This is an optimization exercise on Yosys and OpenROAD, whose aim is small area, a short achievable clock period and few clock cycles per item, not a production implementation. Function was checked by simulation only, so behaviour that the tests miss may differ from the original. Power is estimated from default activity; no workload was simulated.

$ cat design/flow/design.v
`default_nettype none
package rtmf_pkg;
   typedef enum logic [1:0] {
      OP_SET  = 2'd0,
      OP_DEL  = 2'd1,
      OP_LOOK = 2'd2,
      OP_NONE = 2'd3
   } op_type;
   typedef enum logic [1:0] {
      STATUS_OK   = 2'd0,
      STATUS_MISS = 2'd1,
      STATUS_FULL = 2'd2
   } status_type;
   typedef struct packed {
      logic [31:0] net;
      logic [31:0] mask;
      logic [31:0] hop_addr;
      logic [15:0] hop_port;
   } entry_type;
   typedef struct packed {
      op_type      op;
      logic [31:0] dest_addr;
      logic [5:0]  pfx_len;
      logic [31:0] hop_addr;
      logic [15:0] hop_port;
   } req_type;
   typedef struct packed {
      logic        valid;
      status_type  status;
      logic [31:0] hop_addr;
      logic [15:0] hop_port;
   } res_type;
   function automatic logic [31:0] make_mask(input logic [5:0] plen);
      logic [5:0] n;
      begin
         n = (plen > 6'd32) ? 6'd32 : plen;
         make_mask = ~(32'hFFFF_FFFF >> n);
      end
   endfunction
endpackage
`default_nettype wire
`default_nettype none
module rtmf_mem #(
   parameter int ENTRIES = 64,
   localparam int IDX_W = (ENTRIES > 1) ? $clog2(ENTRIES) : 1
) (
   input  wire logic                   clock,
   input  wire logic                   rd_en,
   input  wire logic [IDX_W-1:0]       rd_idx,
   output rtmf_pkg::entry_type         rd_data,
   input  wire logic                   wr_en,
   input  wire logic [IDX_W-1:0]       wr_idx,
   input  wire rtmf_pkg::entry_type    wr_data
);
   logic [111:0] route_mem [0:ENTRIES-1];
   rtmf_pkg::entry_type rd_data_ff;
   always_ff @(posedge clock) begin
      if (wr_en) begin
         route_mem[wr_idx] <= wr_data;
      end
      if (rd_en) begin
         rd_data_ff <= route_mem[rd_idx];
      end
   end
   assign rd_data = rd_data_ff;
endmodule
`default_nettype wire
`default_nettype none
module rtmf_ctrl #(
   parameter int ENTRIES = 64,
   localparam int IDX_W = (ENTRIES > 1) ? $clog2(ENTRIES) : 1,
   localparam int CNT_W = $clog2(ENTRIES + 1)
) (
   input  wire logic                   clock,
   input  wire logic                   reset,
   input  wire logic                   req_valid,
   output logic                        req_ready,
   input  wire rtmf_pkg::req_type      req,
   output rtmf_pkg::res_type           res,
   input  wire logic                   res_ready,
   output logic [CNT_W-1:0]            route_count,
   output logic                        mem_rd_en,
   output logic [IDX_W-1:0]            mem_rd_idx,
   input  wire rtmf_pkg::entry_type    mem_rd_data,
   output logic                        mem_wr_en,
   output logic [IDX_W-1:0]            mem_wr_idx,
   output rtmf_pkg::entry_type         mem_wr_data
);
   typedef enum logic [3:0] {
      S_IDLE,
      S_SCAN,
      S_SET_WR,
      S_DEL_RD,
      S_DEL_WR,
      S_SWAP_RD,
      S_SWAP_HI,
      S_SWAP_LO,
      S_DONE
   } state_type;
   state_type              state_ff, state_in;
   logic [CNT_W-1:0]       count_ff, count_in;
   logic [CNT_W-1:0]       rd_idx_ff, rd_idx_in;
   logic                   chk_vld_ff, chk_vld_in;
   logic [IDX_W-1:0]       chk_idx_ff, chk_idx_in;
   logic [CNT_W-1:0]       slot_ff, slot_in;
   rtmf_pkg::op_type       op_ff, op_in;
   logic [31:0]            addr_ff, addr_in;
   logic [31:0]            net_ff, net_in;
   logic [31:0]            mask_ff, mask_in;
   logic [31:0]            hop_a_ff, hop_a_in;
   logic [15:0]            hop_p_ff, hop_p_in;
   rtmf_pkg::entry_type    hit_ff, hit_in;
   rtmf_pkg::status_type   status_ff, status_in;
   logic [31:0]            res_a_ff, res_a_in;
   logic [15:0]            res_p_ff, res_p_in;
   logic [31:0]            new_mask;
   logic [CNT_W-1:0]       last_idx;
   logic                   match;
   assign new_mask = rtmf_pkg::make_mask(req.pfx_len);
   assign last_idx = count_ff - 1'b1;
   always_comb begin
      if (op_ff == rtmf_pkg::OP_LOOK) begin
         match = chk_vld_ff && (mem_rd_data.net == (addr_ff & mem_rd_data.mask));
      end else begin
         match = chk_vld_ff && (mem_rd_data.net == net_ff)
                 && (mem_rd_data.mask == mask_ff);
      end
   end
   always_comb begin
      state_in    = state_ff;
      count_in    = count_ff;
      rd_idx_in   = rd_idx_ff;
      chk_vld_in  = 1'b0;
      chk_idx_in  = chk_idx_ff;
      slot_in     = slot_ff;
      op_in       = op_ff;
      addr_in     = addr_ff;
      net_in      = net_ff;
      mask_in     = mask_ff;
      hop_a_in    = hop_a_ff;
      hop_p_in    = hop_p_ff;
      hit_in      = hit_ff;
      status_in   = status_ff;
      res_a_in    = res_a_ff;
      res_p_in    = res_p_ff;
      mem_rd_en   = 1'b0;
      mem_rd_idx  = rd_idx_ff[IDX_W-1:0];
      mem_wr_en   = 1'b0;
      mem_wr_idx  = slot_ff[IDX_W-1:0];
      mem_wr_data = {net_ff, mask_ff, hop_a_ff, hop_p_ff};
      case (state_ff)
         S_IDLE: begin
            if (req_valid) begin
               op_in     = req.op;
               addr_in   = req.dest_addr;
               mask_in   = new_mask;
               net_in    = req.dest_addr & new_mask;
               hop_a_in  = req.hop_addr;
               hop_p_in  = req.hop_port;
               status_in = rtmf_pkg::STATUS_MISS;
               res_a_in  = '0;
               res_p_in  = '0;
               rd_idx_in = '0;
               state_in  = (req.op == rtmf_pkg::OP_NONE) ? S_DONE : S_SCAN;
            end
         end
         S_SCAN: begin
            if (match) begin
               slot_in   = CNT_W'(chk_idx_ff);
               hit_in    = mem_rd_data;
               status_in = rtmf_pkg::STATUS_OK;
               case (op_ff)
                  rtmf_pkg::OP_SET: state_in = S_SET_WR;
                  rtmf_pkg::OP_DEL: state_in = S_DEL_RD;
                  rtmf_pkg::OP_LOOK: begin
                     res_a_in = mem_rd_data.hop_addr;
                     res_p_in = mem_rd_data.hop_port;
                     state_in = (chk_idx_ff == '0) ? S_DONE : S_SWAP_RD;
                  end
                  default: state_in = S_DONE;
               endcase
            end else if (rd_idx_ff < count_ff) begin
               mem_rd_en  = 1'b1;
               chk_vld_in = 1'b1;
               chk_idx_in = rd_idx_ff[IDX_W-1:0];
               rd_idx_in  = rd_idx_ff + 1'b1;
            end else if (!chk_vld_ff) begin
               if (op_ff == rtmf_pkg::OP_SET) begin
                  if (count_ff == CNT_W'(ENTRIES)) begin
                     status_in = rtmf_pkg::STATUS_FULL;
                     state_in  = S_DONE;
                  end else begin
                     slot_in   = count_ff;
                     status_in = rtmf_pkg::STATUS_OK;
                     state_in  = S_SET_WR;
                  end
               end else begin
                  state_in = S_DONE;
               end
            end
         end
         S_SET_WR: begin
            mem_wr_en = 1'b1;
            if (slot_ff == count_ff) begin
               count_in = count_ff + 1'b1;
            end
            state_in = S_DONE;
         end
         S_DEL_RD: begin
            mem_rd_en  = 1'b1;
            mem_rd_idx = last_idx[IDX_W-1:0];
            state_in   = S_DEL_WR;
         end
         S_DEL_WR: begin
            mem_wr_en   = 1'b1;
            mem_wr_data = mem_rd_data;
            count_in    = last_idx;
            state_in    = S_DONE;
         end
         S_SWAP_RD: begin
            mem_rd_en  = 1'b1;
            mem_rd_idx = '0;
            state_in   = S_SWAP_HI;
         end
         S_SWAP_HI: begin
            mem_wr_en   = 1'b1;
            mem_wr_data = mem_rd_data;
            state_in    = S_SWAP_LO;
         end
         S_SWAP_LO: begin
            mem_wr_en   = 1'b1;
            mem_wr_idx  = '0;
            mem_wr_data = hit_ff;
            state_in    = S_DONE;
         end
         S_DONE: begin
            if (res_ready) begin
               state_in = S_IDLE;
            end
         end
         default: state_in = S_IDLE;
      endcase
   end
   always_ff @(posedge clock) begin
      if (reset) begin
         state_ff   <= S_IDLE;
         count_ff   <= '0;
         chk_vld_ff <= 1'b0;
      end else begin
         state_ff   <= state_in;
         count_ff   <= count_in;
         chk_vld_ff <= chk_vld_in;
      end
      rd_idx_ff  <= rd_idx_in;
      chk_idx_ff <= chk_idx_in;
      slot_ff    <= slot_in;
      op_ff      <= op_in;
      addr_ff    <= addr_in;
      net_ff     <= net_in;
      mask_ff    <= mask_in;
      hop_a_ff   <= hop_a_in;
      hop_p_ff   <= hop_p_in;
      hit_ff     <= hit_in;
      status_ff  <= status_in;
      res_a_ff   <= res_a_in;
      res_p_ff   <= res_p_in;
   end
   assign req_ready    = (state_ff == S_IDLE);
   assign res.valid    = (state_ff == S_DONE);
   assign res.status   = status_ff;
   assign res.hop_addr = res_a_ff;
   assign res.hop_port = res_p_ff;
   assign route_count  = count_ff;
endmodule
`default_nettype wire
`default_nettype none
module route_table_move_to_front #(
   parameter int ENTRIES = 32
) (
   input  wire logic          clock,
   input  wire logic          reset,
   input  wire logic          req_tvalid,
   output logic               req_tready,
   input  wire logic [87:0]   req_tdata,
   input  wire logic [1:0]    req_tuser,    
   output logic               rsp_tvalid,
   input  wire logic          rsp_tready,
   output logic [47:0]        rsp_tdata,
   output logic [1:0]         rsp_tuser     
);
   localparam int IDX_W = (ENTRIES > 1) ? $clog2(ENTRIES) : 1;
   localparam int CNT_W = $clog2(ENTRIES + 1);
   rtmf_pkg::req_type      req;
   rtmf_pkg::res_type      res;
   logic                   res_ready;
   logic [CNT_W-1:0]       route_count;
   logic                   mem_rd_en;
   logic [IDX_W-1:0]       mem_rd_idx;
   rtmf_pkg::entry_type    mem_rd_data;
   logic                   mem_wr_en;
   logic [IDX_W-1:0]       mem_wr_idx;
   rtmf_pkg::entry_type    mem_wr_data;
   logic                   rsp_vld_ff, rsp_vld_in;
   rtmf_pkg::status_type   rsp_status_ff, rsp_status_in;
   logic [31:0]            rsp_addr_ff, rsp_addr_in;
   logic [15:0]            rsp_port_ff, rsp_port_in;
   assign req.op        = rtmf_pkg::op_type'(req_tuser);
   assign req.dest_addr = req_tdata[31:0];
   assign req.pfx_len   = req_tdata[37:32];
   assign req.hop_addr  = req_tdata[69:38];
   assign req.hop_port  = req_tdata[85:70];
   rtmf_ctrl #(
      .ENTRIES (ENTRIES)
   ) u_ctrl (
      .clock       (clock),
      .reset       (reset),
      .req_valid   (req_tvalid),
      .req_ready   (req_tready),
      .req         (req),
      .res         (res),
      .res_ready   (res_ready),
      .route_count (route_count),
      .mem_rd_en   (mem_rd_en),
      .mem_rd_idx  (mem_rd_idx),
      .mem_rd_data (mem_rd_data),
      .mem_wr_en   (mem_wr_en),
      .mem_wr_idx  (mem_wr_idx),
      .mem_wr_data (mem_wr_data)
   );
   rtmf_mem #(
      .ENTRIES (ENTRIES)
   ) u_mem (
      .clock   (clock),
      .rd_en   (mem_rd_en),
      .rd_idx  (mem_rd_idx),
      .rd_data (mem_rd_data),
      .wr_en   (mem_wr_en),
      .wr_idx  (mem_wr_idx),
      .wr_data (mem_wr_data)
   );
   assign res_ready = !rsp_vld_ff || rsp_tready;
   always_comb begin
      rsp_vld_in    = rsp_vld_ff;
      rsp_status_in = rsp_status_ff;
      rsp_addr_in   = rsp_addr_ff;
      rsp_port_in   = rsp_port_ff;
      if (res_ready) begin
         rsp_vld_in    = res.valid;
         rsp_status_in = res.status;
         rsp_addr_in   = res.hop_addr;
         rsp_port_in   = res.hop_port;
      end
   end
   always_ff @(posedge clock) begin
      if (reset) begin
         rsp_vld_ff <= 1'b0;
      end else begin
         rsp_vld_ff <= rsp_vld_in;
      end
      rsp_status_ff <= rsp_status_in;
      rsp_addr_ff   <= rsp_addr_in;
      rsp_port_ff   <= rsp_port_in;
   end
   assign rsp_tvalid = rsp_vld_ff;
   assign rsp_tuser  = rsp_status_ff;
   assign rsp_tdata  = {rsp_port_ff, rsp_addr_ff};
endmodule
`default_nettype wire
$ cat design/flow/run.sh
#!/bin/bash
# synth_recipe.tcl (not shown) runs the flow's synth.tcl, then flattens the netlist and writes it again
# the make line also repeats each setting of config.mk as NAME=value (left out here)
make -C /OpenROAD-flow-scripts/flow DESIGN_CONFIG=/design/flow/config.mk WORK_HOME=/design/flow/orfs CLKGATE_MAP_FILE= SYNTH_SCRIPT=/design/flow/synth_recipe.tcl finish
$ cat design/flow/config.mk
export PLATFORM = sky130hd
export DESIGN_NAME = route_table_move_to_front
export DESIGN_NICKNAME = route_table_move_to_front
export VERILOG_FILES = /design/flow/design.v
export SDC_FILE = /design/flow/constraint.sdc
export NUM_CORES = 4
export LEC_CHECK = 0
export CAP_MARGIN = 20
export CORE_MARGIN = 2
export CORE_UTILIZATION = 40
export SLEW_MARGIN = 20
$ cat design/flow/constraint.sdc
create_clock -name core_clock -period 8.0 [get_ports {clock}]
set_input_delay 1.6000 -clock core_clock [delete_from_list [all_inputs] [get_ports {clock}]]
set_output_delay 1.6000 -clock core_clock [all_outputs]
set_load 0.01 [all_outputs]
==> key figures <==
Clock network
  • Clock latency on the worst-skew pair: 0.99 ns
  • CTS Hold Bufs: 0
  • Clk pin slew, worst setup/hold paths: 0.06 ns
  • Clock sinks: 4083
  • CTS tree: built
  • Post-CTS Setup Bufs: 0
  • Post-CTS sizing: 0
  • CTS Root Cell: clkbuf_16
  • H-tree levels: 5
  • TritonCTS buffer count: 405
  • Max Root-Sink Buffers: 4

Hold path
  • Hold depth: 0
  • Hold crit path type: reg -> reg

Global route
  • Vias in the first global route: 86400
  • Overflow left after global routing: 0
  • Initial antenna violation count: 12
  • GRT Total Usage: between 20% and 30%
  • Global-route wire length before repair: about 630 mm
  • Largest net degree at the start of global routing: roughly 160

STA
  • Skew final: 0.0671 ns
  • Setup violators final: 0
  • Hold WS: roughly 0.42 ns
  • RSZ-0062 raised after global routing: no
  • Pin slew with the least headroom to its limit: about 1.2 ns
  • Fin. Hold Viols: 0
  • Slew Limit Fails: 0
  • Fmax: 193 MHz
  • Setup tns final: 0 ns
  • Fin crit period: ~5.2 ns
  • Crit share post-route: between 60% and 70%
  • Relative slew slack: 19.4%

Pwr
  • Power per cell area: 291 nW/um^2
  • Sequential power share: 48.3%
  • Clock Power Share: 36.2%
  • Max IR drop VDD: 0.266 mV
  • Pleak: 56.2 nW
  • Internal power: approximately 38 mW
  • Sw frac: 26.6%
  • Logic pwr share: roughly 16%
  • Switching power: ~14 mW

Detailed routing
  • DR vias/cell: 5.99
  • Antenna viol nets, final: 0
  • 1st-pass router iterations: 7
  • Total wire length: between 400 and 500 mm
  • Vias: around 88000
  • DRC errors left: 0
  • DR WL/cell: 30.4 um
  • Drt initial violations: 9990

Worst setup path
  • Startpoint types: flop
  • Crit path buf inv count: 3
  • R2R cell count: 9
  • R2r setup slk: 2.82 ns
  • Worst Path Arrival: 5.83 ns
  • Worst Setup EP: u_mem.rd_data_ff[18]
  • Crit path cell chain: buf_4, nor4b_1, o21ai_1, nand2_8, buf_12, buf_12, mux4_2, a21oi_1, nand4_1
  • CP Launch Point: u_ctrl.state_ff[0]
  • Largest fanout on the critical path: 88
  • Crit path top cell by count: buf_12
  • Worst reg2reg path startpoint: u_ctrl.state_ff[0]
  • Worst Path Required: approximately 8.6 ns
  • Family with the most delay on the worst path: buffers and inverters
  • Critical Path Slowest Stage Cell: dfxtp_4
  • RR Endpoint: u_mem.rd_data_ff[18]
  • CP Capture Type: flop
  • CP peak stage delay: 0.92 ns
  • Critical path depth: 9
  • Critical path type: reg -> reg

Finish
  • Fraction of layout cells with a size suffix above 1: a little over an eighth
  • Post-layout util: 46.1%
  • Area grow syn2layout: 14.5%
  • Fill count: 32600
  • Sequential standard cell area: 122000 um^2
  • Layout Cells excl Fill: 14600
  • Finished Cell Area: 180000 um^2
  • Nets@finish: 9163
  • Area occupied by multi-input gates: between 30000 and 40000 um^2

Synth
  • Syn Nets: roughly 9000
  • Cells after Synth: 8868
  • Main synth FF type: edfxtp_1
  • Top cells by area, synth: edfxtp_1 78%, mux4_2 4.8%, mux2i_1 3.5%, a21oi_1 2.5%, nand2_1 2.0%
  • Yosys top cell area share: between 70 and 80%
  • Seq/Total Area, Yosys: about four fifths
  • Leading area contributor after synthesis: edfxtp_1
  • Ys Warns: 3
  • Yosys cell types: 63
  • Post-synth EDFFs: 4071
  • Ys async rst share: 0%
  • Yosys reg bits: 4083
  • Top-count cell post-synth: edfxtp_1
  • Syn Std Cell Area: 157000 um^2
  • Synth cell count leaders: 4071 x edfxtp_1, 855 x nand2_1, 795 x a21oi_1, 555 x mux2i_1, 379 x clkbuf_1
  • Syn avg cell area: 17.7 um^2

Placed design
  • Post-Place Cells: 13800
  • Routability congestion estimate: 0.883
  • Port bufs: between 100 and 150
  • HPWL Detailed: 218 mm
  • Placement Cell Area: 166000 um^2

Floorplanning
  • Row count: between 200 and 250
  • Starting Density: 40.2%
  • Core area: 390000 um^2
  • Full die area: 397000 um^2
  • I/O Pins: 146
  • Die span in y: 630 um
  • Die width: between 600 and 700 um

Run
  • Max Cap Viol: 0

Outcome
  • Status: finished clean
==> metal layers <==
layer | share of wire, % | track usage, %
met5 | 0 | 0
met4 | 4.3 | 8.33
met3 | 7.7 | 2.88
met2 | 49 | 36.9
met1 | 39 | 28.6
==> registers in the layout, summed over array words and instances (netlist names) <==
signal / count
u_ctrl.net_ff: 32
u_ctrl.slot_ff: 6
rsp_vld_ff: 1
u_ctrl.mask_ff: 32
u_ctrl.op_ff: 2
u_ctrl.status_ff: 2
u_ctrl.chk_vld_ff: 1
rsp_status_ff: 2
u_ctrl.hop_a_ff: 32
u_ctrl.hop_p_ff: 16
u_ctrl.res_p_ff: 16
u_ctrl.rd_idx_ff: 6
u_ctrl.hit_ff: 112
u_ctrl.chk_idx_ff: 5
rsp_addr_ff: 32
u_ctrl.res_a_ff: 32
u_ctrl.state_ff: 4
u_ctrl.addr_ff: 32
u_mem.route_mem: 3584
u_ctrl.count_ff: 6
rsp_port_ff: 16
u_mem.rd_data_ff: 112
==> power groups by stage <==
| stage | Sequential [mW] | Clock (mW) | Combinational [mW] |
|---|---|---|---|
| floorplan | 25.6 | 0 | 5.09 |
| global placement | 25.7 | 0 | 7.79 |
| detailed placement | 25.7 | 0 | 7.97 |
| CTS | 25.2 | 19.2 | 8.00 |
| global route | 25.3 | 20.0 | 8.66 |
| finish | 25.2 | 18.9 | 8.09 |
==> area by class of cell <==
cell class / count / share of cell area [%]
Sequential cell: 4083 / 68.2
Multi-Input combinational cell: 4187 / 18.5
Clock buffer: 495 / 5.93
Tap cell: 5197 / 3.62
Timing Repair Buffer: 363 / 2.21
Clock inverter: 256 / 1.43
Inverter: 20 / 0.0474
Antenna cell: 5 / 0.00697
==> kinds of logic after synthesis <==
family / Yosys count / synth area share (%)
AOI/OAI and AO/OA: 1650 / 6.78
xor gates and xnor gates: 99 / 0.553
adders and majority gates: 9 / 0.0718
buffers and inverters: 598 / 1.54
DFF: 4083 / 78.1
muxes: 891 / 8.37
and+or+nand+nor: 1538 / 4.59
==> through the flow <==
step	worst slack [ns]	power, mW
global placement	3.15	33.5
finish	2.82	52.2
global route	2.69	53.9
CTS	3.14	52.4
floorplan	0.719	30.7
detailed placement	3.16	33.7
==> placed cells by master (no fill, tap or decap), drive strengths merged, types with 130 or more instances in the layout <==
cell / instances
nand3: 139
nand4: 130
a32oi: 225
mux4: 336
a221oi: 335
buf: 220
clkbuf: 495
edfxtp: 4071
clkinv: 190
nand2: 856
a21oi: 795
mux2i: 555
clkdlybuf4s50: 143
o21ai: 142
==> how the worst min path moves through the flow <==
| stage | to | slack [ns] | start |
|---|---|---|---|
| 6_report | rsp_addr_ff[17] | 0.42 | u_ctrl.res_a_ff[17] |
| 5_1_grt | rsp_port_ff[15] | 0.43 | u_ctrl.res_p_ff[15] |
| 4_1_cts | rsp_port_ff[6] | 0.42 | u_ctrl.res_p_ff[6] |
| 3_5_place_dp | rsp_port_ff[15] | 0.40 | u_ctrl.res_p_ff[15] |
| 3_3_place_gp | rsp_port_ff[11] | 0.40 | u_ctrl.res_p_ff[11] |
| 2_1_floorplan | rsp_addr_ff[0] | 0.40 | u_ctrl.res_a_ff[0] |
Testbench counts, summed over its fixed seeds: cycles 133,100, items 5,808.

==> re-timing with driven ports <==
No port has a modelled driver above. Below, the same layout with a new extraction and two added sets of constraints.
Step 1, drivers: a clkbuf_16 drives clock and a buf_2 each remaining input, both assumed.
Step 2, shift: input delay + t, output delay - t, t = (earliest + latest rising clock arrival at the registers) / 2. This alone moves slack from input paths to output paths.
Three values: ideal ports, drivers, drivers and shift; two values: the first two.
shift t [ns]: 1.066
slack for setup (ns): 2.817 / 2.817 / 2.817
slew at the worst register clock pin (ns): 0.07 / 0.07
worst slew at a driven data input, ns: 0.15
After both steps this run still meets setup and hold. The setup slack of this run moves by 0.000 ns with the drivers and by 0.000 ns with both steps.
